Background: an optimization exercise with open tools, aiming at a short achievable clock period and few clock cycles. Do not read the settings as production practice. Function was checked by simulation only, so behaviour that the tests miss may differ from the original. Power and IR drop assume default switching activity.

--- design/flow/flow/run.sh ---
#!/bin/bash
set -euo pipefail
bash standard.sh SETUP_SLACK_MARGIN=5.6 finish > standard_flow.log 2>&1
--- design/flow/standard.sh ---
#!/bin/bash
# synth_recipe.tcl (not shown) runs the flow's synth.tcl, then flattens the netlist and writes it again
# the make line also repeats each setting of config.mk as NAME=value (left out here)
make -C /OpenROAD-flow-scripts/flow DESIGN_CONFIG=/design/flow/config.mk WORK_HOME=/design/flow/orfs CLKGATE_MAP_FILE= SYNTH_SCRIPT=/design/flow/synth_recipe.tcl "${@:-finish}"
--- design/flow/config.mk ---
export PLATFORM = sky130hd
export DESIGN_NAME = lc4_top
export DESIGN_NICKNAME = lc4_top
export VERILOG_FILES = /design/flow/design.v
export SDC_FILE = /design/flow/constraint.sdc
export NUM_CORES = 4
export LEC_CHECK = 0
export ABC_CLOCK_PERIOD_IN_PS = 2000
export CAP_MARGIN = 20
export CORE_MARGIN = 2
export CORE_UTILIZATION = 60
export CTS_CLUSTER_DIAMETER = 100
export CTS_CLUSTER_SIZE = 20
export PLACE_DENSITY = 0.72
export SLEW_MARGIN = 20
--- design/flow/constraint.sdc ---
create_clock -name core_clock -period 8.0 [get_ports {gwe}]
set_input_delay 1.6000 -clock core_clock [delete_from_list [all_inputs] [get_ports {gwe}]]
set_output_delay 1.6000 -clock core_clock [all_outputs]
set_load 0.01 [all_outputs]
--- design/flow/design.v ---
`timescale 1ns/1ps
package lc4_pkg;
   localparam int WORD_W    = 16;
   localparam int REG_SEL_W = 3;
   localparam int NUM_REGS  = 8;
   typedef logic [WORD_W-1:0]    word_t;
   typedef logic [REG_SEL_W-1:0] reg_sel_t;
   typedef logic [2:0]           nzp_t;       
   localparam nzp_t NZP_N = 3'b100;
   localparam nzp_t NZP_Z = 3'b010;
   localparam nzp_t NZP_P = 3'b001;
   function automatic nzp_t nzp_of(input word_t value);
      if (value[WORD_W-1]) begin
         nzp_of = NZP_N;
      end else if (value == '0) begin
         nzp_of = NZP_Z;
      end else begin
         nzp_of = NZP_P;
      end
   endfunction
endpackage
`timescale 1ns/1ps
module lc4_decoder (
   input  logic [15:0] i_insn,
   output logic [2:0]  o_rd,
   output logic [2:0]  o_rs,
   output logic [2:0]  o_rt,            
   output logic        o_rs_re,
   output logic        o_rt_re,         
   output logic        o_sd_re,         
   output logic        o_rd_we,
   output logic        o_is_load,
   output logic        o_is_store,
   output logic        o_is_mul,
   output logic        o_op_add,        
   output logic        o_op_sub,
   output logic        o_op_and,
   output logic        o_op_not,
   output logic        o_op_or,
   output logic        o_op_xor,
   output logic        o_op_const,
   output logic        o_imm_sel,
   output logic [15:0] o_imm
);
   logic [3:0] opcode;
   logic       immf;
   logic [1:0] sub;
   logic       f_arith, f_logic, f_ldr, f_str, f_const;
   assign opcode  = i_insn[15:12];
   assign immf    = i_insn[5];
   assign sub     = i_insn[4:3];
   assign f_arith = (opcode == 4'b0001);
   assign f_logic = (opcode == 4'b0101);
   assign f_ldr   = (opcode == 4'b0110);
   assign f_str   = (opcode == 4'b0111);
   assign f_const = (opcode == 4'b1001);
   assign o_rd       = i_insn[11:9];
   assign o_rs       = i_insn[8:6];
   assign o_rt       = f_str ? i_insn[11:9] : i_insn[2:0];
   assign o_op_add   = (f_arith & (immf | (sub == 2'd0))) | f_ldr | f_str;
   assign o_op_sub   = f_arith & ~immf & (sub == 2'd2);
   assign o_is_mul   = f_arith & ~immf & (sub == 2'd1);
   assign o_op_and   = f_logic & (immf | (sub == 2'd0));
   assign o_op_not   = f_logic & ~immf & (sub == 2'd1);
   assign o_op_or    = f_logic & ~immf & (sub == 2'd2);
   assign o_op_xor   = f_logic & ~immf & (sub == 2'd3);
   assign o_op_const = f_const;
   assign o_is_load  = f_ldr;
   assign o_is_store = f_str;
   assign o_rd_we    = (f_arith & (immf | (sub != 2'd3))) | f_logic | f_ldr | f_const;
   assign o_rs_re    = (f_arith & (immf | (sub != 2'd3))) | f_logic | f_ldr | f_str;
   assign o_rt_re    = (f_arith & ~immf & (sub != 2'd3)) | (f_logic & ~immf & (sub != 2'd1));
   assign o_sd_re    = f_str;
   assign o_imm_sel  = ((f_arith | f_logic) & immf) | f_ldr | f_str | f_const;
   assign o_imm      = f_const          ? {{7{i_insn[8]}}, i_insn[8:0]} :
                       (f_ldr | f_str)  ? {{10{i_insn[5]}}, i_insn[5:0]} :
                                          {{11{i_insn[4]}}, i_insn[4:0]};
endmodule
`timescale 1ns/1ps
module lc4_regfile (
   input  logic        gwe,
   input  logic        i_reset,
   input  logic [2:0]  i_rs_sel,
   input  logic [2:0]  i_rt_sel,
   input  logic [2:0]  i_rd_sel,
   input  logic        i_rd_we,
   input  logic [15:0] i_wdata,
   output logic [15:0] o_rs_data,
   output logic [15:0] o_rt_data
);
   logic [7:0][15:0] regs;               
   always_ff @(posedge gwe) begin
      if (i_reset) begin
         for (int i = 0; i < 8; i++) begin
            regs[i] <= '0;
         end
      end else if (i_rd_we) begin
         regs[i_rd_sel] <= i_wdata;
      end
   end
   assign o_rs_data = (i_rd_we && (i_rd_sel == i_rs_sel)) ? i_wdata : regs[i_rs_sel];
   assign o_rt_data = (i_rd_we && (i_rd_sel == i_rt_sel)) ? i_wdata : regs[i_rt_sel];
endmodule
`timescale 1ns/1ps
module lc4_add16 (
   input  logic [15:0] i_a,
   input  logic [15:0] i_b,
   input  logic        i_cin,
   output logic [15:0] o_sum
);
   logic [15:0] p0, g0;
   logic [15:0] g1, p1, g2, p2, g3, p3, g4;
   assign p0 = i_a ^ i_b;
   assign g0 = (i_a & i_b) | {15'd0, p0[0] & i_cin};
   always_comb begin
      for (int i = 0; i < 16; i++) begin
         g1[i] = (i >= 1) ? (g0[i] | (p0[i] & g0[i-1])) : g0[i];
         p1[i] = (i >= 1) ? (p0[i] & p0[i-1]) : p0[i];
      end
      for (int i = 0; i < 16; i++) begin
         g2[i] = (i >= 2) ? (g1[i] | (p1[i] & g1[i-2])) : g1[i];
         p2[i] = (i >= 2) ? (p1[i] & p1[i-2]) : p1[i];
      end
      for (int i = 0; i < 16; i++) begin
         g3[i] = (i >= 4) ? (g2[i] | (p2[i] & g2[i-4])) : g2[i];
         p3[i] = (i >= 4) ? (p2[i] & p2[i-4]) : p2[i];
      end
      for (int i = 0; i < 16; i++) begin
         g4[i] = (i >= 8) ? (g3[i] | (p3[i] & g3[i-8])) : g3[i];
      end
   end
   assign o_sum = p0 ^ {g4[14:0], i_cin};
endmodule
module lc4_alu (
   input  logic [15:0] i_res_m,         
   input  logic [15:0] i_a,             
   input  logic [15:0] i_b,             
   input  logic        i_sub,
   input  logic        i_e1,            
   input  logic        i_e2p,           
   input  logic        i_e3,            
   input  logic        i_e1m,           
   input  logic        i_e3m,
   input  logic        i_la_m,          
   input  logic        i_lb_m,          
   input  logic        i_op_and,
   input  logic        i_op_not,
   input  logic        i_op_or,
   input  logic        i_op_xor,
   input  logic        i_op_const,
   output logic [15:0] o_addr,
   output logic [15:0] o_result
);
   logic [15:0] s1, s2p, s3;
   logic [15:0] la, lb, lres;
   lc4_add16 u_add1  (.i_a(i_res_m), .i_b(i_b),       .i_cin(i_sub), .o_sum(s1));
   lc4_add16 u_add2p (.i_a(i_a),     .i_b(i_res_m),   .i_cin(1'b0),  .o_sum(s2p));
   lc4_add16 u_add3  (.i_a(i_a),     .i_b(i_b),       .i_cin(i_sub), .o_sum(s3));
   assign la = i_la_m ? i_res_m : i_a;
   assign lb = i_lb_m ? i_res_m : i_b;
   assign lres = ({16{i_op_and}}   & (la & lb))
               | ({16{i_op_or}}    & (la | lb))
               | ({16{i_op_xor}}   & (la ^ lb))
               | ({16{i_op_not}}   & ~la)
               | ({16{i_op_const}} & i_b);
   assign o_result = ({16{i_e1}}  & s1)
                   | ({16{i_e2p}} & s2p)
                   | ({16{i_e3}}  & s3)
                   | lres;
   assign o_addr = ({16{i_e1m}} & s1) | ({16{i_e3m}} & s3);
endmodule
`timescale 1ns/1ps
module lc4_mul_s1 (
   input  logic [15:0] i_a,
   input  logic [15:0] i_b,
   output logic [80:0] o_cs
);
   logic c2;
   logic c4;
   logic c6;
   logic c11;
   logic c13;
   logic c15;
   logic c17;
   logic c19;
   logic c21;
   logic c23;
   logic c25;
   logic c27;
   logic c29;
   logic c31;
   logic c33;
   logic c35;
   logic c37;
   logic c39;
   logic c41;
   logic c43;
   logic c45;
   logic c51;
   logic c53;
   logic c55;
   logic c57;
   logic c59;
   logic c61;
   logic c63;
   logic c65;
   logic c67;
   logic c69;
   logic c71;
   logic c73;
   logic c75;
   logic c77;
   logic c79;
   logic c81;
   logic c83;
   logic c85;
   logic c87;
   logic c89;
   logic c91;
   logic c93;
   logic c95;
   logic c97;
   logic s1;
   logic s3;
   logic s5;
   logic s7;
   logic s8;
   logic s9;
   logic s10;
   logic s12;
   logic s14;
   logic s16;
   logic s18;
   logic s20;
   logic s22;
   logic s24;
   logic s26;
   logic s28;
   logic s30;
   logic s32;
   logic s34;
   logic s36;
   logic s38;
   logic s40;
   logic s42;
   logic s44;
   logic s46;
   logic s47;
   logic s48;
   logic s49;
   logic s50;
   logic s52;
   logic s54;
   logic s56;
   logic s58;
   logic s60;
   logic s62;
   logic s64;
   logic s66;
   logic s68;
   logic s70;
   logic s72;
   logic s74;
   logic s76;
   logic s78;
   logic s80;
   logic s82;
   logic s84;
   logic s86;
   logic s88;
   logic s90;
   logic s92;
   logic s94;
   logic s96;
   logic s98;
   logic s99;
   logic s100;
   assign s1 = (i_a[13] & i_b[0]) ^ (i_a[12] & i_b[1]);
   assign c2 = (i_a[13] & i_b[0]) & (i_a[12] & i_b[1]);
   assign s3 = (i_a[14] & i_b[0]) ^ (i_a[13] & i_b[1]) ^ (i_a[12] & i_b[2]);
   assign c4 = ((i_a[14] & i_b[0]) & (i_a[13] & i_b[1])) | ((i_a[14] & i_b[0]) & (i_a[12] & i_b[2])) | ((i_a[13] & i_b[1]) & (i_a[12] & i_b[2]));
   assign s5 = (i_a[11] & i_b[3]) ^ (i_a[10] & i_b[4]);
   assign c6 = (i_a[11] & i_b[3]) & (i_a[10] & i_b[4]);
   assign s7 = (i_a[15] & i_b[0]) ^ (i_a[14] & i_b[1]) ^ (i_a[13] & i_b[2]);
   assign s8 = (i_a[12] & i_b[3]) ^ (i_a[11] & i_b[4]) ^ (i_a[10] & i_b[5]);
   assign s9 = (i_a[9] & i_b[6]) ^ (i_a[8] & i_b[7]);
   assign s10 = (i_a[9] & i_b[0]) ^ (i_a[8] & i_b[1]);
   assign c11 = (i_a[9] & i_b[0]) & (i_a[8] & i_b[1]);
   assign s12 = (i_a[10] & i_b[0]) ^ (i_a[9] & i_b[1]) ^ (i_a[8] & i_b[2]);
   assign c13 = ((i_a[10] & i_b[0]) & (i_a[9] & i_b[1])) | ((i_a[10] & i_b[0]) & (i_a[8] & i_b[2])) | ((i_a[9] & i_b[1]) & (i_a[8] & i_b[2]));
   assign s14 = (i_a[7] & i_b[3]) ^ (i_a[6] & i_b[4]);
   assign c15 = (i_a[7] & i_b[3]) & (i_a[6] & i_b[4]);
   assign s16 = (i_a[11] & i_b[0]) ^ (i_a[10] & i_b[1]) ^ (i_a[9] & i_b[2]);
   assign c17 = ((i_a[11] & i_b[0]) & (i_a[10] & i_b[1])) | ((i_a[11] & i_b[0]) & (i_a[9] & i_b[2])) | ((i_a[10] & i_b[1]) & (i_a[9] & i_b[2]));
   assign s18 = (i_a[8] & i_b[3]) ^ (i_a[7] & i_b[4]) ^ (i_a[6] & i_b[5]);
   assign c19 = ((i_a[8] & i_b[3]) & (i_a[7] & i_b[4])) | ((i_a[8] & i_b[3]) & (i_a[6] & i_b[5])) | ((i_a[7] & i_b[4]) & (i_a[6] & i_b[5]));
   assign s20 = (i_a[5] & i_b[6]) ^ (i_a[4] & i_b[7]);
   assign c21 = (i_a[5] & i_b[6]) & (i_a[4] & i_b[7]);
   assign s22 = (i_a[12] & i_b[0]) ^ (i_a[11] & i_b[1]) ^ (i_a[10] & i_b[2]);
   assign c23 = ((i_a[12] & i_b[0]) & (i_a[11] & i_b[1])) | ((i_a[12] & i_b[0]) & (i_a[10] & i_b[2])) | ((i_a[11] & i_b[1]) & (i_a[10] & i_b[2]));
   assign s24 = (i_a[9] & i_b[3]) ^ (i_a[8] & i_b[4]) ^ (i_a[7] & i_b[5]);
   assign c25 = ((i_a[9] & i_b[3]) & (i_a[8] & i_b[4])) | ((i_a[9] & i_b[3]) & (i_a[7] & i_b[5])) | ((i_a[8] & i_b[4]) & (i_a[7] & i_b[5]));
   assign s26 = (i_a[6] & i_b[6]) ^ (i_a[5] & i_b[7]) ^ (i_a[4] & i_b[8]);
   assign c27 = ((i_a[6] & i_b[6]) & (i_a[5] & i_b[7])) | ((i_a[6] & i_b[6]) & (i_a[4] & i_b[8])) | ((i_a[5] & i_b[7]) & (i_a[4] & i_b[8]));
   assign s28 = (i_a[3] & i_b[9]) ^ (i_a[2] & i_b[10]);
   assign c29 = (i_a[3] & i_b[9]) & (i_a[2] & i_b[10]);
   assign s30 = (i_a[11] & i_b[2]) ^ (i_a[10] & i_b[3]) ^ (i_a[9] & i_b[4]);
   assign c31 = ((i_a[11] & i_b[2]) & (i_a[10] & i_b[3])) | ((i_a[11] & i_b[2]) & (i_a[9] & i_b[4])) | ((i_a[10] & i_b[3]) & (i_a[9] & i_b[4]));
   assign s32 = (i_a[8] & i_b[5]) ^ (i_a[7] & i_b[6]) ^ (i_a[6] & i_b[7]);
   assign c33 = ((i_a[8] & i_b[5]) & (i_a[7] & i_b[6])) | ((i_a[8] & i_b[5]) & (i_a[6] & i_b[7])) | ((i_a[7] & i_b[6]) & (i_a[6] & i_b[7]));
   assign s34 = (i_a[5] & i_b[8]) ^ (i_a[4] & i_b[9]) ^ (i_a[3] & i_b[10]);
   assign c35 = ((i_a[5] & i_b[8]) & (i_a[4] & i_b[9])) | ((i_a[5] & i_b[8]) & (i_a[3] & i_b[10])) | ((i_a[4] & i_b[9]) & (i_a[3] & i_b[10]));
   assign s36 = (i_a[2] & i_b[11]) ^ (i_a[1] & i_b[12]) ^ (i_a[0] & i_b[13]);
   assign c37 = ((i_a[2] & i_b[11]) & (i_a[1] & i_b[12])) | ((i_a[2] & i_b[11]) & (i_a[0] & i_b[13])) | ((i_a[1] & i_b[12]) & (i_a[0] & i_b[13]));
   assign s38 = (i_a[9] & i_b[5]) ^ (i_a[8] & i_b[6]) ^ (i_a[7] & i_b[7]);
   assign c39 = ((i_a[9] & i_b[5]) & (i_a[8] & i_b[6])) | ((i_a[9] & i_b[5]) & (i_a[7] & i_b[7])) | ((i_a[8] & i_b[6]) & (i_a[7] & i_b[7]));
   assign s40 = (i_a[6] & i_b[8]) ^ (i_a[5] & i_b[9]) ^ (i_a[4] & i_b[10]);
   assign c41 = ((i_a[6] & i_b[8]) & (i_a[5] & i_b[9])) | ((i_a[6] & i_b[8]) & (i_a[4] & i_b[10])) | ((i_a[5] & i_b[9]) & (i_a[4] & i_b[10]));
   assign s42 = (i_a[3] & i_b[11]) ^ (i_a[2] & i_b[12]) ^ (i_a[1] & i_b[13]);
   assign c43 = ((i_a[3] & i_b[11]) & (i_a[2] & i_b[12])) | ((i_a[3] & i_b[11]) & (i_a[1] & i_b[13])) | ((i_a[2] & i_b[12]) & (i_a[1] & i_b[13]));
   assign s44 = (i_a[0] & i_b[14]) ^ s3 ^ s5;
   assign c45 = ((i_a[0] & i_b[14]) & s3) | ((i_a[0] & i_b[14]) & s5) | (s3 & s5);
   assign s46 = (i_a[7] & i_b[8]) ^ (i_a[6] & i_b[9]) ^ (i_a[5] & i_b[10]);
   assign s47 = (i_a[4] & i_b[11]) ^ (i_a[3] & i_b[12]) ^ (i_a[2] & i_b[13]);
   assign s48 = (i_a[1] & i_b[14]) ^ (i_a[0] & i_b[15]) ^ s7;
   assign s49 = s8 ^ s9 ^ c4;
   assign s50 = (i_a[6] & i_b[0]) ^ (i_a[5] & i_b[1]);
   assign c51 = (i_a[6] & i_b[0]) & (i_a[5] & i_b[1]);
   assign s52 = (i_a[7] & i_b[0]) ^ (i_a[6] & i_b[1]) ^ (i_a[5] & i_b[2]);
   assign c53 = ((i_a[7] & i_b[0]) & (i_a[6] & i_b[1])) | ((i_a[7] & i_b[0]) & (i_a[5] & i_b[2])) | ((i_a[6] & i_b[1]) & (i_a[5] & i_b[2]));
   assign s54 = (i_a[4] & i_b[3]) ^ (i_a[3] & i_b[4]);
   assign c55 = (i_a[4] & i_b[3]) & (i_a[3] & i_b[4]);
   assign s56 = (i_a[8] & i_b[0]) ^ (i_a[7] & i_b[1]) ^ (i_a[6] & i_b[2]);
   assign c57 = ((i_a[8] & i_b[0]) & (i_a[7] & i_b[1])) | ((i_a[8] & i_b[0]) & (i_a[6] & i_b[2])) | ((i_a[7] & i_b[1]) & (i_a[6] & i_b[2]));
   assign s58 = (i_a[5] & i_b[3]) ^ (i_a[4] & i_b[4]) ^ (i_a[3] & i_b[5]);
   assign c59 = ((i_a[5] & i_b[3]) & (i_a[4] & i_b[4])) | ((i_a[5] & i_b[3]) & (i_a[3] & i_b[5])) | ((i_a[4] & i_b[4]) & (i_a[3] & i_b[5]));
   assign s60 = (i_a[2] & i_b[6]) ^ (i_a[1] & i_b[7]);
   assign c61 = (i_a[2] & i_b[6]) & (i_a[1] & i_b[7]);
   assign s62 = (i_a[7] & i_b[2]) ^ (i_a[6] & i_b[3]) ^ (i_a[5] & i_b[4]);
   assign c63 = ((i_a[7] & i_b[2]) & (i_a[6] & i_b[3])) | ((i_a[7] & i_b[2]) & (i_a[5] & i_b[4])) | ((i_a[6] & i_b[3]) & (i_a[5] & i_b[4]));
   assign s64 = (i_a[4] & i_b[5]) ^ (i_a[3] & i_b[6]) ^ (i_a[2] & i_b[7]);
   assign c65 = ((i_a[4] & i_b[5]) & (i_a[3] & i_b[6])) | ((i_a[4] & i_b[5]) & (i_a[2] & i_b[7])) | ((i_a[3] & i_b[6]) & (i_a[2] & i_b[7]));
   assign s66 = (i_a[1] & i_b[8]) ^ (i_a[0] & i_b[9]) ^ s10;
   assign c67 = ((i_a[1] & i_b[8]) & (i_a[0] & i_b[9])) | ((i_a[1] & i_b[8]) & s10) | ((i_a[0] & i_b[9]) & s10);
   assign s68 = (i_a[5] & i_b[5]) ^ (i_a[4] & i_b[6]) ^ (i_a[3] & i_b[7]);
   assign c69 = ((i_a[5] & i_b[5]) & (i_a[4] & i_b[6])) | ((i_a[5] & i_b[5]) & (i_a[3] & i_b[7])) | ((i_a[4] & i_b[6]) & (i_a[3] & i_b[7]));
   assign s70 = (i_a[2] & i_b[8]) ^ (i_a[1] & i_b[9]) ^ (i_a[0] & i_b[10]);
   assign c71 = ((i_a[2] & i_b[8]) & (i_a[1] & i_b[9])) | ((i_a[2] & i_b[8]) & (i_a[0] & i_b[10])) | ((i_a[1] & i_b[9]) & (i_a[0] & i_b[10]));
   assign s72 = s12 ^ s14 ^ c11;
   assign c73 = (s12 & s14) | (s12 & c11) | (s14 & c11);
   assign s74 = (i_a[3] & i_b[8]) ^ (i_a[2] & i_b[9]) ^ (i_a[1] & i_b[10]);
   assign c75 = ((i_a[3] & i_b[8]) & (i_a[2] & i_b[9])) | ((i_a[3] & i_b[8]) & (i_a[1] & i_b[10])) | ((i_a[2] & i_b[9]) & (i_a[1] & i_b[10]));
   assign s76 = (i_a[0] & i_b[11]) ^ s16 ^ s18;
   assign c77 = ((i_a[0] & i_b[11]) & s16) | ((i_a[0] & i_b[11]) & s18) | (s16 & s18);
   assign s78 = s20 ^ c13 ^ c15;
   assign c79 = (s20 & c13) | (s20 & c15) | (c13 & c15);
   assign s80 = (i_a[1] & i_b[11]) ^ (i_a[0] & i_b[12]) ^ s22;
   assign c81 = ((i_a[1] & i_b[11]) & (i_a[0] & i_b[12])) | ((i_a[1] & i_b[11]) & s22) | ((i_a[0] & i_b[12]) & s22);
   assign s82 = s24 ^ s26 ^ s28;
   assign c83 = (s24 & s26) | (s24 & s28) | (s26 & s28);
   assign s84 = c17 ^ c19 ^ c21;
   assign c85 = (c17 & c19) | (c17 & c21) | (c19 & c21);
   assign s86 = s1 ^ s30 ^ s32;
   assign c87 = (s1 & s30) | (s1 & s32) | (s30 & s32);
   assign s88 = s34 ^ s36 ^ c23;
   assign c89 = (s34 & s36) | (s34 & c23) | (s36 & c23);
   assign s90 = c25 ^ c27 ^ c29;
   assign c91 = (c25 & c27) | (c25 & c29) | (c27 & c29);
   assign s92 = c2 ^ s38 ^ s40;
   assign c93 = (c2 & s38) | (c2 & s40) | (s38 & s40);
   assign s94 = s42 ^ s44 ^ c31;
   assign c95 = (s42 & s44) | (s42 & c31) | (s44 & c31);
   assign s96 = c33 ^ c35 ^ c37;
   assign c97 = (c33 & c35) | (c33 & c37) | (c35 & c37);
   assign s98 = c6 ^ s46 ^ s47;
   assign s99 = s48 ^ s49 ^ c39;
   assign s100 = c41 ^ c43 ^ c45;
   assign o_cs[0] = (i_a[0] & i_b[0]);
   assign o_cs[1] = (i_a[1] & i_b[0]);
   assign o_cs[2] = (i_a[0] & i_b[1]);
   assign o_cs[3] = (i_a[2] & i_b[0]);
   assign o_cs[4] = (i_a[1] & i_b[1]);
   assign o_cs[5] = (i_a[0] & i_b[2]);
   assign o_cs[6] = (i_a[3] & i_b[0]);
   assign o_cs[7] = (i_a[2] & i_b[1]);
   assign o_cs[8] = (i_a[1] & i_b[2]);
   assign o_cs[9] = (i_a[0] & i_b[3]);
   assign o_cs[10] = (i_a[4] & i_b[0]);
   assign o_cs[11] = (i_a[3] & i_b[1]);
   assign o_cs[12] = (i_a[2] & i_b[2]);
   assign o_cs[13] = (i_a[1] & i_b[3]);
   assign o_cs[14] = (i_a[0] & i_b[4]);
   assign o_cs[15] = (i_a[5] & i_b[0]);
   assign o_cs[16] = (i_a[4] & i_b[1]);
   assign o_cs[17] = (i_a[3] & i_b[2]);
   assign o_cs[18] = (i_a[2] & i_b[3]);
   assign o_cs[19] = (i_a[1] & i_b[4]);
   assign o_cs[20] = (i_a[0] & i_b[5]);
   assign o_cs[21] = (i_a[4] & i_b[2]);
   assign o_cs[22] = (i_a[3] & i_b[3]);
   assign o_cs[23] = (i_a[2] & i_b[4]);
   assign o_cs[24] = (i_a[1] & i_b[5]);
   assign o_cs[25] = (i_a[0] & i_b[6]);
   assign o_cs[26] = s50;
   assign o_cs[27] = (i_a[2] & i_b[5]);
   assign o_cs[28] = (i_a[1] & i_b[6]);
   assign o_cs[29] = (i_a[0] & i_b[7]);
   assign o_cs[30] = s52;
   assign o_cs[31] = s54;
   assign o_cs[32] = c51;
   assign o_cs[33] = (i_a[0] & i_b[8]);
   assign o_cs[34] = s56;
   assign o_cs[35] = s58;
   assign o_cs[36] = s60;
   assign o_cs[37] = c53;
   assign o_cs[38] = c55;
   assign o_cs[39] = s62;
   assign o_cs[40] = s64;
   assign o_cs[41] = s66;
   assign o_cs[42] = c57;
   assign o_cs[43] = c59;
   assign o_cs[44] = c61;
   assign o_cs[45] = s68;
   assign o_cs[46] = s70;
   assign o_cs[47] = s72;
   assign o_cs[48] = c63;
   assign o_cs[49] = c65;
   assign o_cs[50] = c67;
   assign o_cs[51] = s74;
   assign o_cs[52] = s76;
   assign o_cs[53] = s78;
   assign o_cs[54] = c69;
   assign o_cs[55] = c71;
   assign o_cs[56] = c73;
   assign o_cs[57] = s80;
   assign o_cs[58] = s82;
   assign o_cs[59] = s84;
   assign o_cs[60] = c75;
   assign o_cs[61] = c77;
   assign o_cs[62] = c79;
   assign o_cs[63] = s86;
   assign o_cs[64] = s88;
   assign o_cs[65] = s90;
   assign o_cs[66] = c81;
   assign o_cs[67] = c83;
   assign o_cs[68] = c85;
   assign o_cs[69] = s92;
   assign o_cs[70] = s94;
   assign o_cs[71] = s96;
   assign o_cs[72] = c87;
   assign o_cs[73] = c89;
   assign o_cs[74] = c91;
   assign o_cs[75] = s98;
   assign o_cs[76] = s99;
   assign o_cs[77] = s100;
   assign o_cs[78] = c93;
   assign o_cs[79] = c95;
   assign o_cs[80] = c97;
endmodule
module lc4_mul_s2 (
   input  logic [80:0] i_cs,
   output logic [15:0] o_row0,
   output logic [15:0] o_row1
);
   logic c2;
   logic c4;
   logic c6;
   logic c8;
   logic c10;
   logic c12;
   logic c14;
   logic c16;
   logic c18;
   logic c20;
   logic c22;
   logic c24;
   logic c26;
   logic c28;
   logic c30;
   logic c32;
   logic c34;
   logic c36;
   logic c38;
   logic c40;
   logic c42;
   logic c46;
   logic c48;
   logic c50;
   logic c52;
   logic c54;
   logic c56;
   logic c58;
   logic c60;
   logic c62;
   logic c64;
   logic c66;
   logic c68;
   logic c71;
   logic c73;
   logic c75;
   logic c77;
   logic c79;
   logic c81;
   logic c83;
   logic c85;
   logic c87;
   logic c89;
   logic c91;
   logic c93;
   logic c95;
   logic s1;
   logic s3;
   logic s5;
   logic s7;
   logic s9;
   logic s11;
   logic s13;
   logic s15;
   logic s17;
   logic s19;
   logic s21;
   logic s23;
   logic s25;
   logic s27;
   logic s29;
   logic s31;
   logic s33;
   logic s35;
   logic s37;
   logic s39;
   logic s41;
   logic s43;
   logic s44;
   logic s45;
   logic s47;
   logic s49;
   logic s51;
   logic s53;
   logic s55;
   logic s57;
   logic s59;
   logic s61;
   logic s63;
   logic s65;
   logic s67;
   logic s69;
   logic s70;
   logic s72;
   logic s74;
   logic s76;
   logic s78;
   logic s80;
   logic s82;
   logic s84;
   logic s86;
   logic s88;
   logic s90;
   logic s92;
   logic s94;
   logic s96;
   logic [15:0] row0;
   logic [15:0] row1;
   assign s1 = i_cs[10] ^ i_cs[11];
   assign c2 = i_cs[10] & i_cs[11];
   assign s3 = i_cs[15] ^ i_cs[16] ^ i_cs[17];
   assign c4 = (i_cs[15] & i_cs[16]) | (i_cs[15] & i_cs[17]) | (i_cs[16] & i_cs[17]);
   assign s5 = i_cs[18] ^ i_cs[19];
   assign c6 = i_cs[18] & i_cs[19];
   assign s7 = i_cs[21] ^ i_cs[22] ^ i_cs[23];
   assign c8 = (i_cs[21] & i_cs[22]) | (i_cs[21] & i_cs[23]) | (i_cs[22] & i_cs[23]);
   assign s9 = i_cs[24] ^ i_cs[25] ^ i_cs[26];
   assign c10 = (i_cs[24] & i_cs[25]) | (i_cs[24] & i_cs[26]) | (i_cs[25] & i_cs[26]);
   assign s11 = i_cs[27] ^ i_cs[28] ^ i_cs[29];
   assign c12 = (i_cs[27] & i_cs[28]) | (i_cs[27] & i_cs[29]) | (i_cs[28] & i_cs[29]);
   assign s13 = i_cs[30] ^ i_cs[31] ^ i_cs[32];
   assign c14 = (i_cs[30] & i_cs[31]) | (i_cs[30] & i_cs[32]) | (i_cs[31] & i_cs[32]);
   assign s15 = i_cs[33] ^ i_cs[34] ^ i_cs[35];
   assign c16 = (i_cs[33] & i_cs[34]) | (i_cs[33] & i_cs[35]) | (i_cs[34] & i_cs[35]);
   assign s17 = i_cs[36] ^ i_cs[37] ^ i_cs[38];
   assign c18 = (i_cs[36] & i_cs[37]) | (i_cs[36] & i_cs[38]) | (i_cs[37] & i_cs[38]);
   assign s19 = i_cs[39] ^ i_cs[40] ^ i_cs[41];
   assign c20 = (i_cs[39] & i_cs[40]) | (i_cs[39] & i_cs[41]) | (i_cs[40] & i_cs[41]);
   assign s21 = i_cs[42] ^ i_cs[43] ^ i_cs[44];
   assign c22 = (i_cs[42] & i_cs[43]) | (i_cs[42] & i_cs[44]) | (i_cs[43] & i_cs[44]);
   assign s23 = i_cs[45] ^ i_cs[46] ^ i_cs[47];
   assign c24 = (i_cs[45] & i_cs[46]) | (i_cs[45] & i_cs[47]) | (i_cs[46] & i_cs[47]);
   assign s25 = i_cs[48] ^ i_cs[49] ^ i_cs[50];
   assign c26 = (i_cs[48] & i_cs[49]) | (i_cs[48] & i_cs[50]) | (i_cs[49] & i_cs[50]);
   assign s27 = i_cs[51] ^ i_cs[52] ^ i_cs[53];
   assign c28 = (i_cs[51] & i_cs[52]) | (i_cs[51] & i_cs[53]) | (i_cs[52] & i_cs[53]);
   assign s29 = i_cs[54] ^ i_cs[55] ^ i_cs[56];
   assign c30 = (i_cs[54] & i_cs[55]) | (i_cs[54] & i_cs[56]) | (i_cs[55] & i_cs[56]);
   assign s31 = i_cs[57] ^ i_cs[58] ^ i_cs[59];
   assign c32 = (i_cs[57] & i_cs[58]) | (i_cs[57] & i_cs[59]) | (i_cs[58] & i_cs[59]);
   assign s33 = i_cs[60] ^ i_cs[61] ^ i_cs[62];
   assign c34 = (i_cs[60] & i_cs[61]) | (i_cs[60] & i_cs[62]) | (i_cs[61] & i_cs[62]);
   assign s35 = i_cs[63] ^ i_cs[64] ^ i_cs[65];
   assign c36 = (i_cs[63] & i_cs[64]) | (i_cs[63] & i_cs[65]) | (i_cs[64] & i_cs[65]);
   assign s37 = i_cs[66] ^ i_cs[67] ^ i_cs[68];
   assign c38 = (i_cs[66] & i_cs[67]) | (i_cs[66] & i_cs[68]) | (i_cs[67] & i_cs[68]);
   assign s39 = i_cs[69] ^ i_cs[70] ^ i_cs[71];
   assign c40 = (i_cs[69] & i_cs[70]) | (i_cs[69] & i_cs[71]) | (i_cs[70] & i_cs[71]);
   assign s41 = i_cs[72] ^ i_cs[73] ^ i_cs[74];
   assign c42 = (i_cs[72] & i_cs[73]) | (i_cs[72] & i_cs[74]) | (i_cs[73] & i_cs[74]);
   assign s43 = i_cs[75] ^ i_cs[76] ^ i_cs[77];
   assign s44 = i_cs[78] ^ i_cs[79] ^ i_cs[80];
   assign s45 = i_cs[6] ^ i_cs[7];
   assign c46 = i_cs[6] & i_cs[7];
   assign s47 = i_cs[12] ^ i_cs[13] ^ i_cs[14];
   assign c48 = (i_cs[12] & i_cs[13]) | (i_cs[12] & i_cs[14]) | (i_cs[13] & i_cs[14]);
   assign s49 = i_cs[20] ^ s3 ^ s5;
   assign c50 = (i_cs[20] & s3) | (i_cs[20] & s5) | (s3 & s5);
   assign s51 = s7 ^ s9 ^ c4;
   assign c52 = (s7 & s9) | (s7 & c4) | (s9 & c4);
   assign s53 = s11 ^ s13 ^ c8;
   assign c54 = (s11 & s13) | (s11 & c8) | (s13 & c8);
   assign s55 = s15 ^ s17 ^ c12;
   assign c56 = (s15 & s17) | (s15 & c12) | (s17 & c12);
   assign s57 = s19 ^ s21 ^ c16;
   assign c58 = (s19 & s21) | (s19 & c16) | (s21 & c16);
   assign s59 = s23 ^ s25 ^ c20;
   assign c60 = (s23 & s25) | (s23 & c20) | (s25 & c20);
   assign s61 = s27 ^ s29 ^ c24;
   assign c62 = (s27 & s29) | (s27 & c24) | (s29 & c24);
   assign s63 = s31 ^ s33 ^ c28;
   assign c64 = (s31 & s33) | (s31 & c28) | (s33 & c28);
   assign s65 = s35 ^ s37 ^ c32;
   assign c66 = (s35 & s37) | (s35 & c32) | (s37 & c32);
   assign s67 = s39 ^ s41 ^ c36;
   assign c68 = (s39 & s41) | (s39 & c36) | (s41 & c36);
   assign s69 = s43 ^ s44 ^ c40;
   assign s70 = i_cs[3] ^ i_cs[4];
   assign c71 = i_cs[3] & i_cs[4];
   assign s72 = i_cs[8] ^ i_cs[9] ^ s45;
   assign c73 = (i_cs[8] & i_cs[9]) | (i_cs[8] & s45) | (i_cs[9] & s45);
   assign s74 = s1 ^ s47 ^ c46;
   assign c75 = (s1 & s47) | (s1 & c46) | (s47 & c46);
   assign s76 = c2 ^ s49 ^ c48;
   assign c77 = (c2 & s49) | (c2 & c48) | (s49 & c48);
   assign s78 = c6 ^ s51 ^ c50;
   assign c79 = (c6 & s51) | (c6 & c50) | (s51 & c50);
   assign s80 = c10 ^ s53 ^ c52;
   assign c81 = (c10 & s53) | (c10 & c52) | (s53 & c52);
   assign s82 = c14 ^ s55 ^ c54;
   assign c83 = (c14 & s55) | (c14 & c54) | (s55 & c54);
   assign s84 = c18 ^ s57 ^ c56;
   assign c85 = (c18 & s57) | (c18 & c56) | (s57 & c56);
   assign s86 = c22 ^ s59 ^ c58;
   assign c87 = (c22 & s59) | (c22 & c58) | (s59 & c58);
   assign s88 = c26 ^ s61 ^ c60;
   assign c89 = (c26 & s61) | (c26 & c60) | (s61 & c60);
   assign s90 = c30 ^ s63 ^ c62;
   assign c91 = (c30 & s63) | (c30 & c62) | (s63 & c62);
   assign s92 = c34 ^ s65 ^ c64;
   assign c93 = (c34 & s65) | (c34 & c64) | (s65 & c64);
   assign s94 = c38 ^ s67 ^ c66;
   assign c95 = (c38 & s67) | (c38 & c66) | (s67 & c66);
   assign s96 = c42 ^ s69 ^ c68;
   assign row0[0] = i_cs[0];
   assign row1[0] = 1'b0;
   assign row0[1] = i_cs[1];
   assign row1[1] = i_cs[2];
   assign row0[2] = i_cs[5];
   assign row1[2] = s70;
   assign row0[3] = s72;
   assign row1[3] = c71;
   assign row0[4] = s74;
   assign row1[4] = c73;
   assign row0[5] = s76;
   assign row1[5] = c75;
   assign row0[6] = s78;
   assign row1[6] = c77;
   assign row0[7] = s80;
   assign row1[7] = c79;
   assign row0[8] = s82;
   assign row1[8] = c81;
   assign row0[9] = s84;
   assign row1[9] = c83;
   assign row0[10] = s86;
   assign row1[10] = c85;
   assign row0[11] = s88;
   assign row1[11] = c87;
   assign row0[12] = s90;
   assign row1[12] = c89;
   assign row0[13] = s92;
   assign row1[13] = c91;
   assign row0[14] = s94;
   assign row1[14] = c93;
   assign row0[15] = s96;
   assign row1[15] = c95;
   assign o_row0 = row0;
   assign o_row1 = row1;
endmodule
`timescale 1ns/1ps
module lc4_pipeline #(
   parameter logic [15:0] RESET_PC = 16'h8200
) (
   input  logic        gwe,
   input  logic        i_reset,
   input  logic [15:0] i_cur_insn,
   input  logic [15:0] i_cur_dmem_data,
   output logic [15:0] o_cur_pc,
   output logic [15:0] o_dmem_addr,
   output logic        o_dmem_we,
   output logic [15:0] o_dmem_wdata,
   output logic        o_trace_valid,
   output logic [15:0] o_trace_pc,
   output logic [15:0] o_trace_insn,
   output logic        o_trace_regfile_we,
   output logic [2:0]  o_trace_wsel,
   output logic [15:0] o_trace_wdata,
   output logic        o_trace_nzp_we,
   output logic [2:0]  o_trace_nzp_bits,
   output logic        o_trace_dmem_we,
   output logic [15:0] o_trace_dmem_addr,
   output logic [15:0] o_trace_dmem_data
);
   localparam int CSW = 81;              
   logic [15:0] pc;
   logic        stall, stall_nx;
   logic [2:0]  f_rd, f_rs, f_rt;
   logic        f_rs_re, f_rt_re, f_sd_re, f_we;
   logic        f_ld, f_st, f_mul;
   logic        f_add, f_sub, f_and, f_not, f_or, f_xor, f_const;
   logic        f_imm_sel;
   logic [15:0] f_imm;
   logic        d_valid;
   logic [15:0] d_insn;
   logic [2:0]  dec_rd, dec_rs, dec_rt;
   logic        dec_rs_re, dec_rt_re, dec_sd_re, dec_we;
   logic        dec_ld, dec_st, dec_mul;
   logic        dec_add, dec_sub, dec_and, dec_not, dec_or, dec_xor, dec_const;
   logic        dec_imm_sel;
   logic [15:0] dec_imm;
   logic [15:0] rf_rs, rf_rt;
   logic        rf_clear;
   logic        h1_rs, h1_rt, h2_rs, h2_rt, h3_rs, h3_rt;
   logic        f_hit_d, f_hit_x, d_hit_x;
   logic        f_rt0_d, f_rs_d, f_adder_wait;
   logic [15:0] rs_val, rt_val, nxt_w, nxt_t;
   logic        x_valid;
   logic [15:0] x_insn;
   logic [2:0]  x_rd;
   logic        x_we, x_ld, x_st, x_mul;
   logic        x_sub, x_and, x_not, x_or, x_xor, x_const;
   logic [15:0] xa_q, xb_q, xs_q, xma_q, xmb_q;
   logic        e1, e2p, e3, e1m, e3m, la_m, lb_m;
   logic        s_m, ma_m, mb_m;
   logic [15:0] x_s, x_ma, x_mb;
   logic [15:0] x_addr, x_result;
   logic [CSW-1:0] x_cs;
   logic        dec_adder, dec_logic, a_m, b_m;
   logic        m_valid;
   logic [15:0] m_insn;
   logic [2:0]  m_rd;
   logic        m_we, m_ld, m_st, m_mul;
   logic [15:0] res_m, m_addr, m_wdata;
   logic [CSW-1:0] m_cs;
   logic [15:0] m_row0, m_row1;
   logic        w_valid;
   logic [15:0] w_insn;
   logic [2:0]  w_rd;
   logic        w_we, w_st, w_mul;
   logic [15:0] res_w, w_daddr, w_ddata;
   logic [15:0] w_row0, w_row1, w_product;
   logic        t_valid;
   logic [15:0] t_insn;
   logic [2:0]  t_rd;
   logic        t_we, t_st;
   logic [15:0] res_t, t_daddr, t_ddata;
   logic [15:0] t_pc;                    
   logic        u_valid;
   logic [15:0] u_pc, u_insn;
   logic        u_rwe, u_dwe;
   logic [2:0]  u_wsel, u_nzp;
   logic [15:0] u_wdata, u_daddr, u_ddata;
   lc4_decoder u_decoder (
      .i_insn     (i_cur_insn),
      .o_rd       (f_rd),
      .o_rs       (f_rs),
      .o_rt       (f_rt),
      .o_rs_re    (f_rs_re),
      .o_rt_re    (f_rt_re),
      .o_sd_re    (f_sd_re),
      .o_rd_we    (f_we),
      .o_is_load  (f_ld),
      .o_is_store (f_st),
      .o_is_mul   (f_mul),
      .o_op_add   (f_add),
      .o_op_sub   (f_sub),
      .o_op_and   (f_and),
      .o_op_not   (f_not),
      .o_op_or    (f_or),
      .o_op_xor   (f_xor),
      .o_op_const (f_const),
      .o_imm_sel  (f_imm_sel),
      .o_imm      (f_imm)
   );
   assign f_hit_d = (f_rs_re & (f_rs == dec_rd)) | ((f_rt_re | f_sd_re) & (f_rt == dec_rd));
   assign f_hit_x = (f_rs_re & (f_rs == x_rd)) | ((f_rt_re | f_sd_re) & (f_rt == x_rd));
   assign d_hit_x = (dec_rs_re & (dec_rs == x_rd)) | ((dec_rt_re | dec_sd_re) & (dec_rt == x_rd));
   assign f_rt0_d  = (i_cur_insn[2:0] == dec_rd);
   assign f_rs_d   = (i_cur_insn[8:6] == dec_rd);
   assign f_adder_wait = dec_we & f_rt_re & ((f_sub & f_rt0_d) | (f_add & f_rs_d & f_rt0_d));
   assign stall_nx = stall ? (x_mul & d_hit_x)
                           : (((dec_ld | dec_mul) & f_hit_d) | (x_mul & f_hit_x) | f_adder_wait);
   always_ff @(posedge gwe) begin
      if (i_reset) begin
         pc        <= RESET_PC;
         stall     <= 1'b0;
         d_valid   <= 1'b0;
         dec_rs_re <= 1'b0;
         dec_rt_re <= 1'b0;
         dec_sd_re <= 1'b0;
         dec_we    <= 1'b0;
         dec_ld    <= 1'b0;
         dec_st    <= 1'b0;
         dec_mul   <= 1'b0;
         dec_add   <= 1'b0;
         dec_sub   <= 1'b0;
         dec_and   <= 1'b0;
         dec_not   <= 1'b0;
         dec_or    <= 1'b0;
         dec_xor   <= 1'b0;
         dec_const <= 1'b0;
      end else begin
         stall <= stall_nx;
         if (!stall) begin
            pc        <= pc + 16'd1;
            d_valid   <= 1'b1;
            dec_rs_re <= f_rs_re;
            dec_rt_re <= f_rt_re;
            dec_sd_re <= f_sd_re;
            dec_we    <= f_we;
            dec_ld    <= f_ld;
            dec_st    <= f_st;
            dec_mul   <= f_mul;
            dec_add   <= f_add;
            dec_sub   <= f_sub;
            dec_and   <= f_and;
            dec_not   <= f_not;
            dec_or    <= f_or;
            dec_xor   <= f_xor;
            dec_const <= f_const;
         end
      end
   end
   always_ff @(posedge gwe) begin
      if (!stall) begin
         d_insn      <= i_cur_insn;
         dec_rd      <= f_rd;
         dec_rs      <= f_rs;
         dec_rt      <= f_rt;
         dec_imm_sel <= f_imm_sel;
         dec_imm     <= f_imm;
      end
   end
   assign o_cur_pc = pc;
   always_ff @(posedge gwe) begin
      rf_clear <= i_reset;
   end
   lc4_regfile u_regfile (
      .gwe       (gwe),
      .i_reset   (rf_clear),
      .i_rs_sel  (dec_rs),
      .i_rt_sel  (dec_rt),
      .i_rd_sel  (t_rd),
      .i_rd_we   (t_we),
      .i_wdata   (res_t),
      .o_rs_data (rf_rs),
      .o_rt_data (rf_rt)
   );
   assign h1_rs = x_we && (x_rd == dec_rs);
   assign h1_rt = x_we && (x_rd == dec_rt);
   assign h2_rs = m_we && (m_rd == dec_rs);
   assign h2_rt = m_we && (m_rd == dec_rt);
   assign h3_rs = w_we && (w_rd == dec_rs);
   assign h3_rt = w_we && (w_rd == dec_rt);
   assign nxt_w = m_ld ? i_cur_dmem_data : res_m;
   assign nxt_t = w_mul ? w_product : res_w;
   assign rs_val = h2_rs ? nxt_w : h3_rs ? nxt_t : rf_rs;
   assign rt_val = h2_rt ? nxt_w : h3_rt ? nxt_t : rf_rt;
   assign dec_adder = dec_add | dec_sub;
   assign dec_logic = dec_and | dec_or | dec_xor | dec_not;
   assign a_m       = h1_rs;                     
   assign b_m       = dec_rt_re & h1_rt;
   always_ff @(posedge gwe) begin
      if (i_reset || stall) begin
         x_valid <= 1'b0;
         x_we    <= 1'b0;
         x_ld    <= 1'b0;
         x_st    <= 1'b0;
         x_mul   <= 1'b0;
         x_sub   <= 1'b0;
         x_and   <= 1'b0;
         x_not   <= 1'b0;
         x_or    <= 1'b0;
         x_xor   <= 1'b0;
         x_const <= 1'b0;
         e1      <= 1'b0;
         e2p     <= 1'b0;
         e3      <= 1'b0;
         e1m     <= 1'b0;
         e3m     <= 1'b0;
         la_m    <= 1'b0;
         lb_m    <= 1'b0;
         s_m     <= 1'b0;
         ma_m    <= 1'b0;
         mb_m    <= 1'b0;
      end else begin
         x_valid <= d_valid;
         x_we    <= dec_we;
         x_ld    <= dec_ld;
         x_st    <= dec_st;
         x_mul   <= dec_mul;
         x_sub   <= dec_sub;
         x_and   <= dec_and;
         x_not   <= dec_not;
         x_or    <= dec_or;
         x_xor   <= dec_xor;
         x_const <= dec_const;
         e1      <= dec_adder & a_m & ~b_m;
         e2p     <= dec_adder & ~a_m & b_m;
         e3      <= dec_adder & ~a_m & ~b_m;
         e1m     <= (dec_ld | dec_st) & a_m;
         e3m     <= (dec_ld | dec_st) & ~a_m;
         la_m    <= dec_logic & a_m;
         lb_m    <= dec_logic & b_m;
         s_m     <= dec_sd_re & h1_rt;
         ma_m    <= dec_mul & h1_rs;
         mb_m    <= dec_mul & h1_rt;
      end
   end
   always_ff @(posedge gwe) begin
      x_insn <= d_insn;
      x_rd   <= dec_rd;
      xa_q   <= rs_val;
      xb_q   <= dec_imm_sel ? dec_imm : (dec_sub ? ~rt_val : rt_val);
      xs_q   <= rt_val;
      xma_q  <= (dec_mul & ~h1_rs) ? rs_val : '0;
      xmb_q  <= (dec_mul & ~h1_rt) ? rt_val : '0;
   end
   lc4_alu u_alu (
      .i_res_m    (res_m),
      .i_a        (xa_q),
      .i_b        (xb_q),
      .i_sub      (x_sub),
      .i_e1       (e1),
      .i_e2p      (e2p),
      .i_e3       (e3),
      .i_e1m      (e1m),
      .i_e3m      (e3m),
      .i_la_m     (la_m),
      .i_lb_m     (lb_m),
      .i_op_and   (x_and),
      .i_op_not   (x_not),
      .i_op_or    (x_or),
      .i_op_xor   (x_xor),
      .i_op_const (x_const),
      .o_addr     (x_addr),
      .o_result   (x_result)
   );
   assign x_s  = s_m ? res_m : xs_q;
   assign x_ma = ({16{ma_m}} & res_m) | xma_q;
   assign x_mb = ({16{mb_m}} & res_m) | xmb_q;
   lc4_mul_s1 u_mul_s1 (
      .i_a  (x_ma),
      .i_b  (x_mb),
      .o_cs (x_cs)
   );
   always_ff @(posedge gwe) begin
      if (i_reset) begin
         m_valid <= 1'b0;
         m_we    <= 1'b0;
         m_ld    <= 1'b0;
         m_st    <= 1'b0;
         m_mul   <= 1'b0;
      end else begin
         m_valid <= x_valid;
         m_we    <= x_we;
         m_ld    <= x_ld;
         m_st    <= x_st;
         m_mul   <= x_mul;
      end
      m_insn  <= x_insn;
      m_rd    <= x_rd;
      res_m   <= x_result;
      m_addr  <= x_addr;
      m_wdata <= x_st ? x_s : '0;
      m_cs    <= x_cs;
   end
   assign o_dmem_addr  = m_addr;
   assign o_dmem_we    = m_st;
   assign o_dmem_wdata = m_wdata;
   lc4_mul_s2 u_mul_s2 (
      .i_cs   (m_cs),
      .o_row0 (m_row0),
      .o_row1 (m_row1)
   );
   always_ff @(posedge gwe) begin
      if (i_reset) begin
         w_valid <= 1'b0;
         w_we    <= 1'b0;
         w_st    <= 1'b0;
         w_mul   <= 1'b0;
      end else begin
         w_valid <= m_valid;
         w_we    <= m_we;
         w_st    <= m_st;
         w_mul   <= m_mul;
      end
      w_insn  <= m_insn;
      w_rd    <= m_rd;
      res_w   <= m_ld ? i_cur_dmem_data : res_m;
      w_daddr <= m_addr;
      w_ddata <= m_ld ? i_cur_dmem_data : m_wdata;
      w_row0  <= m_row0;
      w_row1  <= m_row1;
   end
   lc4_add16 u_mul_add (
      .i_a   (w_row0),
      .i_b   (w_row1),
      .i_cin (1'b0),
      .o_sum (w_product)
   );
   always_ff @(posedge gwe) begin
      if (i_reset) begin
         t_valid <= 1'b0;
         t_we    <= 1'b0;
         t_st    <= 1'b0;
      end else begin
         t_valid <= w_valid;
         t_we    <= w_we;
         t_st    <= w_st;
      end
      t_insn  <= w_insn;
      t_rd    <= w_rd;
      res_t   <= w_mul ? w_product : res_w;
      t_daddr <= w_daddr;
      t_ddata <= w_ddata;
   end
   always_ff @(posedge gwe) begin
      if (i_reset) begin
         u_valid <= 1'b0;
         t_pc    <= RESET_PC;
      end else begin
         u_valid <= t_valid;
         if (t_valid) begin
            t_pc <= t_pc + 16'd1;
         end
      end
      u_pc    <= t_pc;
      u_insn  <= t_insn;
      u_rwe   <= t_we;
      u_wsel  <= t_we ? t_rd : '0;
      u_wdata <= t_we ? res_t : '0;
      u_nzp   <= t_we ? lc4_pkg::nzp_of(res_t) : '0;
      u_dwe   <= t_st;
      u_daddr <= t_daddr;
      u_ddata <= t_ddata;
   end
   assign o_trace_valid      = u_valid;
   assign o_trace_pc         = u_pc;
   assign o_trace_insn       = u_insn;
   assign o_trace_regfile_we = u_rwe;
   assign o_trace_wsel       = u_wsel;
   assign o_trace_wdata      = u_wdata;
   assign o_trace_nzp_we     = u_rwe;
   assign o_trace_nzp_bits   = u_nzp;
   assign o_trace_dmem_we    = u_dwe;
   assign o_trace_dmem_addr  = u_daddr;
   assign o_trace_dmem_data  = u_ddata;
endmodule
`timescale 1ns/1ps
module lc4_top (
   input  logic        gwe,
   input  logic        i_reset,
   input  logic [15:0] i_cur_insn,
   input  logic [15:0] i_cur_dmem_data,
   output logic [15:0] o_cur_pc,
   output logic [15:0] o_dmem_addr,
   output logic        o_dmem_we,
   output logic [15:0] o_dmem_wdata,
   output logic        o_trace_valid,
   output logic [15:0] o_trace_pc,
   output logic [15:0] o_trace_insn,
   output logic        o_trace_regfile_we,
   output logic [2:0]  o_trace_wsel,
   output logic [15:0] o_trace_wdata,
   output logic        o_trace_nzp_we,
   output logic [2:0]  o_trace_nzp_bits,
   output logic        o_trace_dmem_we,
   output logic [15:0] o_trace_dmem_addr,
   output logic [15:0] o_trace_dmem_data
);
   lc4_pipeline #(.RESET_PC(16'h8200)) u_pipe (
      .gwe                (gwe),
      .i_reset            (i_reset),
      .i_cur_insn         (i_cur_insn),
      .i_cur_dmem_data    (i_cur_dmem_data),
      .o_cur_pc           (o_cur_pc),
      .o_dmem_addr        (o_dmem_addr),
      .o_dmem_we          (o_dmem_we),
      .o_dmem_wdata       (o_dmem_wdata),
      .o_trace_valid      (o_trace_valid),
      .o_trace_pc         (o_trace_pc),
      .o_trace_insn       (o_trace_insn),
      .o_trace_regfile_we (o_trace_regfile_we),
      .o_trace_wsel       (o_trace_wsel),
      .o_trace_wdata      (o_trace_wdata),
      .o_trace_nzp_we     (o_trace_nzp_we),
      .o_trace_nzp_bits   (o_trace_nzp_bits),
      .o_trace_dmem_we    (o_trace_dmem_we),
      .o_trace_dmem_addr  (o_trace_dmem_addr),
      .o_trace_dmem_data  (o_trace_dmem_data)
   );
endmodule
==> metrics.md, run 1 <==
| Metric | Value |
|---|---|
| Run status | `no timing/DRC/antenna violations` |
| Clk pwr share | `0.349` |
| Most common cell on crit path | `a211oi_2` |
| Max Root-Sink Buffers | `3` |
| Syn Nets | `3,224` |
| Tightest Hold Check Type | `reg2reg` |
| Root buf cell | `clkbuf_16` |
| Vias post-DR | `24.81k` |
| Nets@finish | `3,530` |
| Fin crit share | `0.3572` |
| Total GRT Usage | `0.3356` |
| Setup TNS | `0 ps` |
| Largest register FFs | `128` |
| Layout cells sized above 1 | `0.2845` |
| Final Core Density | `0.7497` |
| CP Capture Type | `register` |
| First-pass GRT wire length | `138,500 microns` |
| Synth Flop Type | `dfxtp_1` |
| Gate power share | `0.062` |
| Die area | `0.05361 sq mm` |
| Maxcap violations | `0` |
| Post-synth EDFFs | `24` |
| Hold Crit Depth | `0` |
| Drc violations | `0` |
| CTS Hold Buffers Added | `0` |
| Net Sw Frac | `0.2359` |
| Vias in the first global route | `23.88k` |
| Minimum clock period after layout | `2857 ps` |
| CP required | `8490 ps` |
| Die width | `231.5 microns` |
| Largest regs | `u_pipe.u_regfile.regs x128, u_pipe.m_cs x81` |
| Routability congestion estimate | `0.9574` |
| Avg WL per Cell | `24.11 microns` |
| Worst-path fanout max | `3` |
| Router iterations before antenna repair | `6` |
| P_int | `4.804 mW` |
| DIE HEIGHT | `231.5 microns` |
| Worst Tran Pin Value | `1050 ps` |
| I/O pins | `173` |
| Leading cell types in the layout, fill and taps excluded | `580 x dfxtp_1, 340 x nor2_1, 208 x inv_1` |
| Worst-path clk slew | `90 ps` |
| Synth Instances | `2,998` |
| RR Endpoint | `u_pipe.m_addr[15]$_DFF_P_` |
| Setup CP Type | `reg2reg` |
| Synthesis Warnings | `3` |
| # rows | `83` |
| Skew-Pair Late Insertion Delay | `630 ps` |
| Max_slew headroom | `0.2992` |
| Arr. time, crit path | `3350 ps` |
| Routed Antenna Nets | `0` |
| Crit path launch type | `register` |
| Reg2reg path depth | `10` |
| Via density | `6.205` |
| Total Wirelength | `96,370 microns` |
| Flop2flop setup slack | `5140 ps` |
| F_max | `350.0 MHz` |
| IO Port Bufs | `172` |
| Commonest non-fill, non-tap cell in the layout | `dfxtp_1` |
| Leak | `15.98 nW` |
| Initial Utilization | `0.6056` |
| CP max stage delay | `420 ps` |
| CTS tree | `yes` |
| Flip-flop and latch count after synthesis | `721` |
| Fillers | `3,538` |
| Max Slew Vio Count | `0` |
| Final setup vio count | `0` |
| Top reg by flops | `u_pipe.u_regfile.regs` |
| Peak supply drop | `0.2464 mV` |
| RSZ-0062 raised after global routing | `yes` |
| Worst flop-to-flop path startpoint | `u_pipe.res_m[0]$_DFF_P_` |
| Hold wc startpoint | `u_pipe.t_insn[1]$_DFF_P_` |
| GRT overflow | `0` |
| Largest net degree at the start of global routing | `72` |
| Initial DRC Count | `2,816` |
| Sequential power share | `0.589` |
| H-Tree Depth | `2` |
| Yosys cell types | `106` |
| Cts bufs inserted | `42` |
| Core Region | `0.05130 sq mm` |
| Post-synthesis cell area | `0.03107 sq mm` |
| Post-synthesis sequential area ratio | `0.4724` |
| Hold Path End | `u_pipe.u_insn[1]$_DFF_P_` |
| Pwr per Cell Area | `163.5 mW/mm^2` |
| Layout area overhead | `23.81%` |
| Critical-path cell list | `fa_2, buf_4, a211oi_2, o21bai_2, o31a_1, a41oi_2, a211oi_2, a311oi_2, xnor2_1, o21ai_2` |
| Final hold vios | `0` |
| Detail Placement HPWL | `59,720 microns` |
| Max stage delay cell, worst path | `fa_2` |
| Initial antenna violation count | `4` |
| Psw | `1.483 mW` |
| Fin Clk Skew | `30.28 ps` |
| Post-synth ARST share | `0` |
| Synth Area per Inst | `10.36 sq um` |
| Clock sink total | `721` |
-- layer usage --
metal  track usage  part of all wire
met3       0.05463             0.091
met2        0.5533              0.46
met1        0.4357              0.38
met5             0          0.000052
met4        0.1510             0.062
-- cell families (layout without fill, tap and decap cells) --
| family | Yosys count | count (layout) | synth area share |
|---|---|---|---|
| AOI/OAI and AO/OA | 562 | 562 | 0.1294 |
| and+or+nand+nor | 833 | 842 | 0.1273 |
| other | 0 | 3 | 0 |
| DFF | 721 | 721 | 0.4724 |
| muxes | 183 | 183 | 0.08538 |
| buffers and inverters | 366 | 674 | 0.04797 |
| adders and majority gates | 192 | 192 | 0.09763 |
| xor gates and xnor gates | 141 | 141 | 0.03999 |
-- worst max-delay path, delay by kind of cell (launching register included) --
family	cells	cell delay, ps
flip-flops	1	360
AO/OA/AOI/OAI	7	1600
buffers and inverters	1	160
XOR/XNOR	1	210
adder cells (fa/ha/maj)	1	420
-- worst max path at each step --
stage	from	end	slack [ps]	cells past startpoint
detailed placement	i_cur_insn[14]	u_pipe.stall$_SDFF_PP0_	4200	8
finish	u_pipe.res_m[0]$_DFF_P_	u_pipe.m_addr[15]$_DFF_P_	5140	10
global route	u_pipe.res_m[0]$_DFF_P_	u_pipe.res_m[14]$_DFF_P_	5050	12
floorplan	i_cur_insn[13]	u_pipe.stall$_SDFF_PP0_	5190	7
CTS	u_pipe.x_sub$_SDFF_PP0_	u_pipe.res_m[14]$_DFF_P_	5190	12
global placement	i_cur_insn[14]	u_pipe.stall$_SDFF_PP0_	4170	8
-- what timing repair did --
| action | 4_1_cts | 5_1_grt |
|---|---|---|
| gates cloned | 13 | 10 |
| pin swaps | 82 | 90 |
| setup buffers | 100 | 84 |
| endpoints found under the setup margin | 416 | 358 |
| resized for setup | 971 | 247 |
-- cell usage after synthesis (5+ instances only) --
cell type | instances | area (sq um)
a22oi_1 | 137 | 1028
fa_1 | 84 | 1682
buf_1 | 6 | 22.52
o21ai_0 | 87 | 435.4
a22o_1 | 13 | 113.9
o21ai_1 | 7 | 35.03
nor4_1 | 7 | 43.79
mux4_2 | 64 | 1441
nor3_1 | 32 | 160.2
o2111ai_1 | 5 | 43.79
or3_1 | 7 | 43.79
a221oi_1 | 8 | 70.07
a21o_1 | 32 | 240.2
buf_2 | 28 | 140.1
mux2i_1 | 109 | 1091
xnor2_1 | 88 | 770.7
ha_1 | 108 | 1351
dfxtp_1 | 697 | 13950
xor2_1 | 52 | 455.4
a21oi_1 | 105 | 525.5
and2_1 | 36 | 225.2
o21a_1 | 12 | 90.09
clkbuf_1 | 99 | 371.6
nor2b_1 | 85 | 531.8
a21boi_1 | 6 | 45.04
a31oi_1 | 12 | 75.07
nand3_1 | 22 | 110.1
edfxtp_1 | 24 | 720.7
a32oi_1 | 7 | 61.31
nand4_1 | 22 | 137.6
nand2_1 | 166 | 623.1
o211ai_1 | 32 | 240.2
or2_2 | 26 | 162.7
a221o_1 | 14 | 140.1
nor2_1 | 350 | 1314
inv_1 | 215 | 807.0
and3_1 | 30 | 187.7
a211oi_1 | 17 | 127.6
buf_4 | 10 | 75.07
mux2_2 | 8 | 90.09
nand2b_1 | 18 | 112.6
-- power by group through the flow --
stage	combinational (mW)	sequential (mW)	clock, mW
6_report	0.392	3.70	2.19
5_1_grt	0.412	3.71	2.34
4_1_cts	0.334	3.70	2.21
3_5_place_dp	0.271	3.79	0
3_3_place_gp	0.264	3.79	0
2_1_floorplan	0.193	3.76	0
-- through the flow --
stage          instances  power, mW  cell area (sq um)  setup WS, ps  hold slack [ps]
6_report            3998      6.287              38460          5143            324.4
5_1_grt             3998      6.462              38460          5049            331.5
4_1_cts             3900      6.249              36550          5190            327.9
3_5_place_dp        3732      4.060              33460          4203            312.1
3_3_place_gp        3732      4.052              33460          4165            310.0
2_1_floorplan       2998      3.958              31430          5190            309.6
-- final cells by class --
cell class                      count  area [sq um]  share of cell area
Clock inverter                      4         78.83            0.002049
Timing Repair Buffer              402          3913              0.1017
Sequential cell                   721         14880              0.3869
Clock buffer                       51          1085             0.02820
Timing Repair inverter              1         5.005           0.0001301
Multi-Input combinational cell   1920         16820              0.4374
Inverter                          216         819.5             0.02131
Antenna cell                        3         7.507           0.0001952
Tap cell                          680         850.8             0.02212
Testbench counts, summed over its fixed seeds: cycles 12,873.
==> run 2: changes to the inputs <==
--- a/design/flow/config.mk
+++ b/design/flow/config.mk
@@ -13,3 +13,5 @@
 export CTS_CLUSTER_SIZE = 20
 export PLACE_DENSITY = 0.72
 export SLEW_MARGIN = 20
+export SYNTH_HIERARCHICAL = 1
+export SYNTH_MINIMUM_KEEP_SIZE = 0
==> run 2 against run 1 <==
Net effect: die area rose by 9.5%; still clean; count of clock-buffer cells in the layout up 3; maximum frequency shrank 6.0%; first-iteration DRC count shrank 28%; sequential power rose by 5%.
==> metrics.md, run 2 <==
| Metric | Value |
|---|---|
| Flip-flop and latch count after synthesis | `753 (+4.4%)` |
| Post-synth EDFFs | `42 (+75%)` |
| F_max | `328.9 MHz (-6.0%)` |
| Minimum clock period after layout | `3040 ps (+183.2 ps)` |
| Routability congestion estimate | `0.9053 (-5.4%)` |
| Post-synthesis cell area | `0.03408 sq mm (+9.7%)` |
| Initial Utilization | `0.6056 (about the same)` |
| Leak | `16.88 nW (+5.6%)` |
| DIE HEIGHT | `242.3 microns (+4.7%)` |
| Clock sink total | `753 (+4.4%)` |
| Synth Instances | `3,001 (+0.10%)` |
| Crit path launch type | `register` |
| Skew-Pair Late Insertion Delay | `610 ps (-20 ps)` |
| GRT overflow | `0 (unchanged)` |
| Cts bufs inserted | `43 (+2.4%)` |
| Wire length on met1 | `37,910 microns (+3.1%)` |
| CP required | `8490 ps (about the same)` |
| Fin Clk Skew | `31.78 ps (+1.505 ps)` |
| Fillers | `4,046 (+14%)` |
| Arr. time, crit path | `3530 ps (+180 ps)` |
| Initial DRC Count | `2,040 (-28%)` |
| Layout cells sized above 1 | `0.2871 (+0.002655)` |
| H-Tree Depth | `2 (unchanged)` |
| Drc violations | `0 (unchanged)` |
| Largest net degree at the start of global routing | `64 (-11%)` |
| Leading cell types in the layout, fill and taps excluded | `593 x dfxtp_1, 175 x inv_1, 145 x nand2_1` |
| PnR worst setup slack | `4960 ps (-183.2 ps)` |
| Max Root-Sink Buffers | `3 (unchanged)` |
| WL met3 | `7458 microns (-15%)` |
| First-pass GRT wire length | `141,300 microns (+2.0%)` |
| Post-synthesis sequential area ratio | `0.4546 (-0.01773)` |
| RSZ-0062 raised after global routing | `yes` |
| Commonest cells in the netlist | `711 x dfxtp_1, 184 x inv_1, 149 x nand2_1` |
| Vias in the first global route | `24.18k (+1.2%)` |
| Commonest non-fill, non-tap cell in the layout | `dfxtp_1` |
| Top reg by flops | `u_pipe.u_regfile.regs` |
| Worst Tran Pin Value | `1171 ps (+121.2 ps)` |
| Vias post-DR | `23.77k (-4.2%)` |
| Final hold vios | `0 (unchanged)` |
| Most common cell on crit path | `fa_2` |
| Yosys cell types | `90 (-15%)` |
| Synth top area share | `0.4176 (-0.03153)` |
| CTS tree | `yes` |
| DP Worst Slack | `4170 ps (-33.22 ps)` |
| Root buf cell | `clkbuf_16` |
| Router iterations before antenna repair | `8 (+2)` |
| Critical-path cell list | `fa_2, inv_2, fa_2, nor2b_4, o2111ai_4, a21oi_4, o41ai_4, xnor2_2, mux2_4, mux2i_4, mux2i_1, nand2_1` |
| Synthesis Warnings | `9 (+6)` |
| Max Slew Vio Count | `0 (unchanged)` |
| Setup TNS | `0 ps (unchanged)` |
| Routed Antenna Nets | `0 (unchanged)` |
| Peak supply drop | `0.2141 mV (-13%)` |
| Synth Area per Inst | `11.36 sq um (+9.6%)` |
| Pwr per Cell Area | `163.4 mW/mm^2 (about the same)` |
| Max_slew headroom | `0.2194 (-0.07983)` |
| Area occupied by multi-input gates | `0.01771 sq mm (+5.3%)` |
| DR WL met2 | `44,370 microns (-0.98%)` |
| Die area | `0.05873 sq mm (+9.5%)` |
| IO Port Bufs | `172 (unchanged)` |
| Synth Flop Type | `dfxtp_1` |
| Maxcap violations | `0 (unchanged)` |
| Core Region | `0.05628 sq mm (+9.7%)` |
| Run status | `no timing/DRC/antenna violations` |
| Via density | `6.081 (-2.0%)` |
| CP max stage delay | `390 ps (-30 ps)` |
| Overall Power | `6.521 mW (+3.7%)` |
| Hold wc startpoint | `u_pipe.x_insn[3]$_DFF_P_` |
| Yosys top cell by area | `dfxtp_1` |
| Avg WL per Cell | `23.68 microns (-1.7%)` |
| Syn Nets | `3,228 (+0.12%)` |
| Die width | `242.3 microns (+4.7%)` |
run 2: changes by cell type in the layout (fill, tap and decap cells not counted), sizes merged, moves of 18 or more:
cell	previous run	this run
inv	215	184
a32o	0	18
a22o	13	76
nand4	24	56
o21ai	97	51
buf	368	330
mux2	10	99
edfxtp	24	42
mux2i	109	165
and2	36	134
a22oi	137	29
o211ai	33	9
or2	27	0
nor2	352	85
run 2: area by class of cell:
cell class              count  area share
diodes                      1  0.00006268
clock buffers              54     0.02852
clock inverters             4    0.001504
inverters                 187     0.01790
multi-input cells        1794      0.4437
flip-flops and latches    753      0.3930
well taps                 756     0.02369
repair buffers            359     0.09136
repair inverters            1   0.0001881
run 2: what timing repair did:
action / in CTS / in global routing
cloned: 12 / 0
endpoints found under the setup margin: 433 / 344
resized for setup: 1059 / 135
pin swaps: 72 / 57
setup buffers: 114 / 38
run 2: path summary, 6_finish.rpt:
path / slack (ps) / depth (start not counted) / to
worst max-delay path: 4960 / 12 / u_pipe.xb_q[12]$_DFF_P_
worst min-delay path: 320 / 0 / u_pipe.m_insn[3]$_DFF_P_
worst max register to register: 4960 / 12 / u_pipe.xb_q[12]$_DFF_P_
worst min register to register: 320 / 0 / u_pipe.m_insn[3]$_DFF_P_
run 2: modules after synthesis (local to each module, per instance), a selection:
module       flip-flops and latches  cell area, sq um
lc4_regfile                     128              7325
lc4_mul_s1                        0              2256
lc4_alu                           0              1750
lc4_mul_s2                        0              1499
lc4_add16                         0             777.0
lc4_decoder                       0             451.7
run 2: cell families (layout without fill, tap and decap cells):
family	after synthesis	after routing	share of synthesized area
DFF	753	753	0.4546
AOI/OAI and AO/OA	465	465	0.1034
other	3	4	0.0003304
buffers and inverters	454	605	0.06788
xor gates and xnor gates	143	143	0.03778
adders and majority gates	193	193	0.08979
and+or+nand+nor	662	662	0.1070
muxes	328	328	0.1391
run 2: through the flow:
step	hold slack (ps)	instances	utilization	cell area (sq um)
2_1_floorplan	309.6	3001	-	34280
3_5_place_dp	312.1	3686	0.6315	35540
4_1_cts	326.7	3870	0.6937	39040
5_1_grt	327.2	3908	0.7093	39920
3_3_place_gp	310.0	3685	0.6310	35510
6_report	318.6	3909	0.7094	39920
run 2: critical path: cells and delay by family, from the launching register on:
| family | cells | cell delay (ps) |
|---|---|---|
| AOI/OAI and AO/OA | 3 | 820 |
| and+or+nand+nor | 2 | 120 |
| muxes | 3 | 770 |
| buffers and inverters | 1 | 70 |
| xor gates and xnor gates | 1 | 180 |
| DFF | 1 | 340 |
| adders and majority gates | 2 | 610 |
run 2: layer usage:
layer / track usage / vias to the layer above
li1: - / 10640
met1: 0.4131 / 11830
met2: 0.5164 / 1062
met3: 0.05262 / 240
met4: 0.09296 / 2
met5: 0 / -
run 2: report_power, final:
part / internal, mW / leakage, nW / switching (mW) / total [mW]
clock network: 1.04 / 0.583 / 1.22 / 2.25
registers: 3.83 / 6.27 / 0.0485 / 3.88
logic: 0.177 / 10.0 / 0.213 / 0.391
total: 5.04 / 16.9 / 1.48 / 6.52

Check on run 2: ideal ports give 4.959 ns setup slack; a clkbuf_16 on the clock port and buf_2 on the inputs give 4.959 ns; moving port delays by the midpoint clock arrival (0.658 ns) as well gives 4.778 ns.
